What follows belongs to an exercise in optimizing a design on an open flow for small area; a production flow would make more cautious choices. Only simulation tests tie the RTL to the original design; equivalence was not proved. No activity file was given, so power comes from the tool's default toggle rates.

Setup of v20:
==> flow/design.v (excerpt) <==
module id_stage (
  input  logic        clk_i,
  input  logic        rst_ni,
  input  logic [31:0] fetch_instr_i,
  input  logic [31:0] fetch_pc_i,
  input  logic        instr_new_i,
  input  logic        branch_decision_i,
  input  logic        ex_valid_i,
  input  logic        lsu_valid_i,
  input  logic        lsu_load_err_i,
  input  logic [31:0] regfile_wdata_ex_i,
  input  logic [31:0] regfile_wdata_lsu_i,
  output logic [4:0]  ex_alu_op_o,
  output logic [31:0] ex_operand_a_o,
  output logic [31:0] ex_operand_b_o,
  output logic        lsu_req_o,
  output logic        lsu_we_o,
  output logic [1:0]  lsu_size_o,
  output logic        lsu_sign_ext_o,
  output logic [31:0] lsu_wdata_o,
  output logic        id_ready_o,
  output logic        pc_set_o,
  output logic        instr_ret_o,
  output logic        illegal_insn_o
);
Size: about 2,400 cells after synthesis, about 41,000 µm² of cells after synthesis.
export LEC_CHECK = 0
export CAP_MARGIN = 20
export CORE_MARGIN = 2
export CORE_UTILIZATION = 72
export GPL_TIMING_DRIVEN = 0
export SETUP_SLACK_MARGIN = 0.3
export SLEW_MARGIN = 20
export SYNTH_HIERARCHICAL = 1
export PRE_RESIZE_TCL = /design/flow/flow/pre_resize.tcl
export BUFFER_PORTS_ARGS = -buffer_cell sky130_fd_sc_hd__buf_1
export CTS_ARGS = -sink_clustering_enable -repair_clock_nets -buf_list sky130_fd_sc_hd__clkbuf_8 -sink_clustering_size 14 -sink_clustering_max_diameter 60 -dont_use_dummy_load
export REMOVE_ABC_BUFFERS = 1
create_clock -name core_clock -period 8.0 [get_ports {clk_i}]
standard.sh (not shown) runs the stock make flow with config.mk's settings and CLKGATE_MAP_FILE= SYNTH_SCRIPT=/design/flow/synth_recipe.tcl, a recipe that flattens the netlist after the stock synthesis.
==> flow/flow/run.sh <==
#!/bin/bash
# Standard ORFS layout with these changes:
#  - port buffers are buf_1 instead of the default buffer cell,
#  - nets with a fanout of 20 or more get an x2 AND-type driver or one buf_2
#    before repair_design,
#  - CTS uses clkbuf_8 with larger sink clusters and no dummy loads,
#  - synthesis buffers are removed at floorplan.
set -euo pipefail
W=$(pwd)
cat >> config.mk <<EOM
export PRE_RESIZE_TCL = $W/flow/pre_resize.tcl
export BUFFER_PORTS_ARGS = -buffer_cell sky130_fd_sc_hd__buf_1
export CTS_ARGS = -sink_clustering_enable -repair_clock_nets -buf_list sky130_fd_sc_hd__clkbuf_8 -sink_clustering_size 14 -sink_clustering_max_diameter 60 -dont_use_dummy_load
export REMOVE_ABC_BUFFERS = 1
EOM
bash standard.sh finish > standard.log 2>&1
==> flow/flow/pre_resize.tcl <==
# High-fanout signal nets: an AND-type driver is swapped for its x2 size;
# any other driver gets one buf_2 next to it. This keeps repair_design from
# building trees of large buffers for these nets.
set fo_min 20
set upsize {and2_1 and2_2 and3_1 and3_2 a22o_1 a22o_2 a21o_1 a21o_2 or2_1 or2_2 or3_1 or3_2}
set n_up 0
set n_buf 0
foreach net [get_nets *] {
  set name [get_property $net name]
  if { $name == "clk_i" } { continue }
  set loads [get_pins -of_objects $net -filter "direction==input"]
  set drv [get_pins -of_objects $net -filter "direction==output"]
  if { [llength $loads] < $fo_min || [llength $drv] != 1 } { continue }
  set inst [[sta::sta_to_db_pin $drv] getInst]
  set master [string map {sky130_fd_sc_hd__ ""} [[$inst getMaster] getName]]
  set i [lsearch -exact $upsize $master]
  if { $i >= 0 && $i % 2 == 0 } {
    replace_cell [$inst getName] sky130_fd_sc_hd__[lindex $upsize [expr {$i + 1}]]
    incr n_up
  } else {
    set loc [$inst getLocation]
    insert_buffer -buffer_cell sky130_fd_sc_hd__buf_2 -net $name \
      -location [list [expr {[lindex $loc 0] / 1000.0}] [expr {[lindex $loc 1] / 1000.0}]]
    incr n_buf
  }
}
puts "pre_resize: upsized $n_up and buffered $n_buf high-fanout nets"
v20 reached the end of the flow, and the finished layout is clean on the timing, DRC and antenna checks.
> inputs changed (v20 -> v58)
- CTS_ARGS changed from -sink_clustering_enable -repair_clock_nets -buf_list sky130_fd_sc_hd__clkbuf_8 -sink_clustering_size 14 -sink_clustering_max_diameter 60 -dont_use_dummy_load to -sink_clustering_enable -repair_clock_nets -buf_list sky130_fd_sc_hd__clkbuf_4 -sink_clustering_size 10 -sink_clustering_max_diameter 35 -dont_use_dummy_load
==> flow/flow/run.sh <==
#!/bin/bash
# Standard ORFS layout with these changes:
#  - port buffers are buf_1 instead of the default buffer cell,
#  - nets with a fanout of 20 or more get an x2 AND-type driver or one buf_2
#    before repair_design,
#  - CTS uses clkbuf_4 with larger sink clusters and no dummy loads,
#  - synthesis buffers are removed at floorplan.
set -euo pipefail
W=$(pwd)
cat >> config.mk <<EOM
export PRE_RESIZE_TCL = $W/flow/pre_resize.tcl
export BUFFER_PORTS_ARGS = -buffer_cell sky130_fd_sc_hd__buf_1
export CTS_ARGS = -sink_clustering_enable -repair_clock_nets -buf_list sky130_fd_sc_hd__clkbuf_4 -sink_clustering_size 10 -sink_clustering_max_diameter 35 -dont_use_dummy_load
export REMOVE_ABC_BUFFERS = 1
EOM
bash standard.sh finish > standard.log 2>&1
==> comparison <==
- The final layouts of v20 and v58 pass the timing, DRC and antenna checks.
- v58 ended up with a higher wire length than v20 did.
- Comparing v20 and v58, global-route usage is higher on v58.
- Layout overhead on the synthesized area was higher in the run labelled v20.
- Clock network power share, v20 and v58: higher on v20
- On routed metal-1 wire length, v20 and v58 are neck and neck.
- Setup WNS v20 -> v58: worse
- Power: v58 draws less than v20
- Relative to v20, sequential share of layout area has gone up in v58.
- Effective utilization at floorplan of v20 is on par with v58.
- Taking v20 as the reference point, the clock skew of v58 rises by 0.051 ns.
- Between v20 and v58, the period utilization is higher for v58.
Input changes introduced in v29 (baseline for comparison: v58):
- CORE_UTILIZATION: 72 -> 78
Findings:
Delta (v29 minus v58): post-place setup slack decreased 0.015 ns; synthesized-area fraction occupied by ao, oa, aoi and oai cells shows no meaningful change; met3 global-route usage moved up; number of clock-tree buffers in the layout lower. Higher detailed-routing iteration count for the pre-antenna-repair pass among v29 and v58: v29. Of the two values seen for master of the slowest instance on the critical path, sky130_fd_sc_hd__and3_2 was produced by v58 and sky130_fd_sc_hd__nand4_1 by v29. Relative to v58, the initial DRC count measured on v29 has increased by more than a quarter. Between v58 and v29, the total power figures differ only marginally. v58 leaves more setup margin than v29.
## Diff of input files: v2 against v29
- CTS_ARGS now -sink_clustering_enable -repair_clock_nets -buf_list sky130_fd_sc_hd__clkbuf_8 -sink_clustering_size 16 -sink_clustering_max_diameter 50 -dont_use_dummy_load, was -sink_clustering_enable -repair_clock_nets -buf_list sky130_fd_sc_hd__clkbuf_4 -sink_clustering_size 10 -sink_clustering_max_diameter 35 -dont_use_dummy_load
- CORE_UTILIZATION now 72, was 78
==> flow/flow/run.sh <==
#!/bin/bash
# Standard ORFS layout with these changes:
#  - port buffers are buf_1 instead of the default buffer cell,
#  - nets with a fanout of 20 or more get an x2 AND-type driver or one buf_2
#    before repair_design,
#  - CTS uses clkbuf_8 with larger sink clusters and no dummy loads,
#  - synthesis buffers are removed at floorplan.
set -euo pipefail
W=$(pwd)
cat >> config.mk <<EOM
export PRE_RESIZE_TCL = $W/flow/pre_resize.tcl
export BUFFER_PORTS_ARGS = -buffer_cell sky130_fd_sc_hd__buf_1
export CTS_ARGS = -sink_clustering_enable -repair_clock_nets -buf_list sky130_fd_sc_hd__clkbuf_8 -sink_clustering_size 16 -sink_clustering_max_diameter 50 -dont_use_dummy_load
export REMOVE_ABC_BUFFERS = 1
EOM
bash standard.sh finish > standard.log 2>&1
Results
In v2, the number of antenna violations at the first check in global routing came out 7 below the value in v29.
v2 reports a higher growth of design area from synthesis to finish than v29 does.
Diff v29 -> v2: cell count went up, total via count after detailed routing went down, design area went up, placeable core region went up, clock share of power went up.
Wire: v2 routes less than v29
Register-to-register setup slack delta (v2 − v29): unfavourable
Est. power | v2 vs v29 | v2 higher
Re fraction of the cycle the final worst path needs: v2 and v29 aren't equal, and the lower value belongs to v2.

afterwards: timing with drivers on the ports:
How much do the figures lean on ideal ports? The routed layouts below were timed once more, with nothing changed but the port constraints.
Step 1, drivers: a clkbuf_16 drives clk_i and a buf_2 each remaining input, both assumed.
Step 2 adds t to the input delays and takes it off the output delays; t is the mean of the earliest and latest rising clock arrival at the registers after step 1. Input paths then give back, and output paths get back, about the clock's delay inside the block.
Slacks: ideal / step 1 / step 2; pairs: ideal / step 1.
run | t, ns | setup WS [ns] | latest minus earliest clock arrival (ns) | worst register clock-pin slew, ns | pins driven straight from the clock port
v20 | 0.766 | 0.719 / 0.627 / 0.627 | 0.073 / 0.074 | 0.10 / 0.10 | 1
v58 | 1.063 | 0.676 / 0.600 / 0.600 | 0.117 / 0.118 | 0.12 / 0.12 | 1
v29 | 1.077 | 0.352 / 0.319 / 0.319 | 0.107 / 0.106 | 0.11 / 0.11 | 1
v2 | 0.757 | 0.670 / 0.567 / 0.567 | 0.079 / 0.080 | 0.10 / 0.10 | 1
After both steps setup and hold are still met in every run listed. For v2, which loses most, drivers alone change the setup slack by -0.103 ns; drivers and shift together by -0.103 ns.
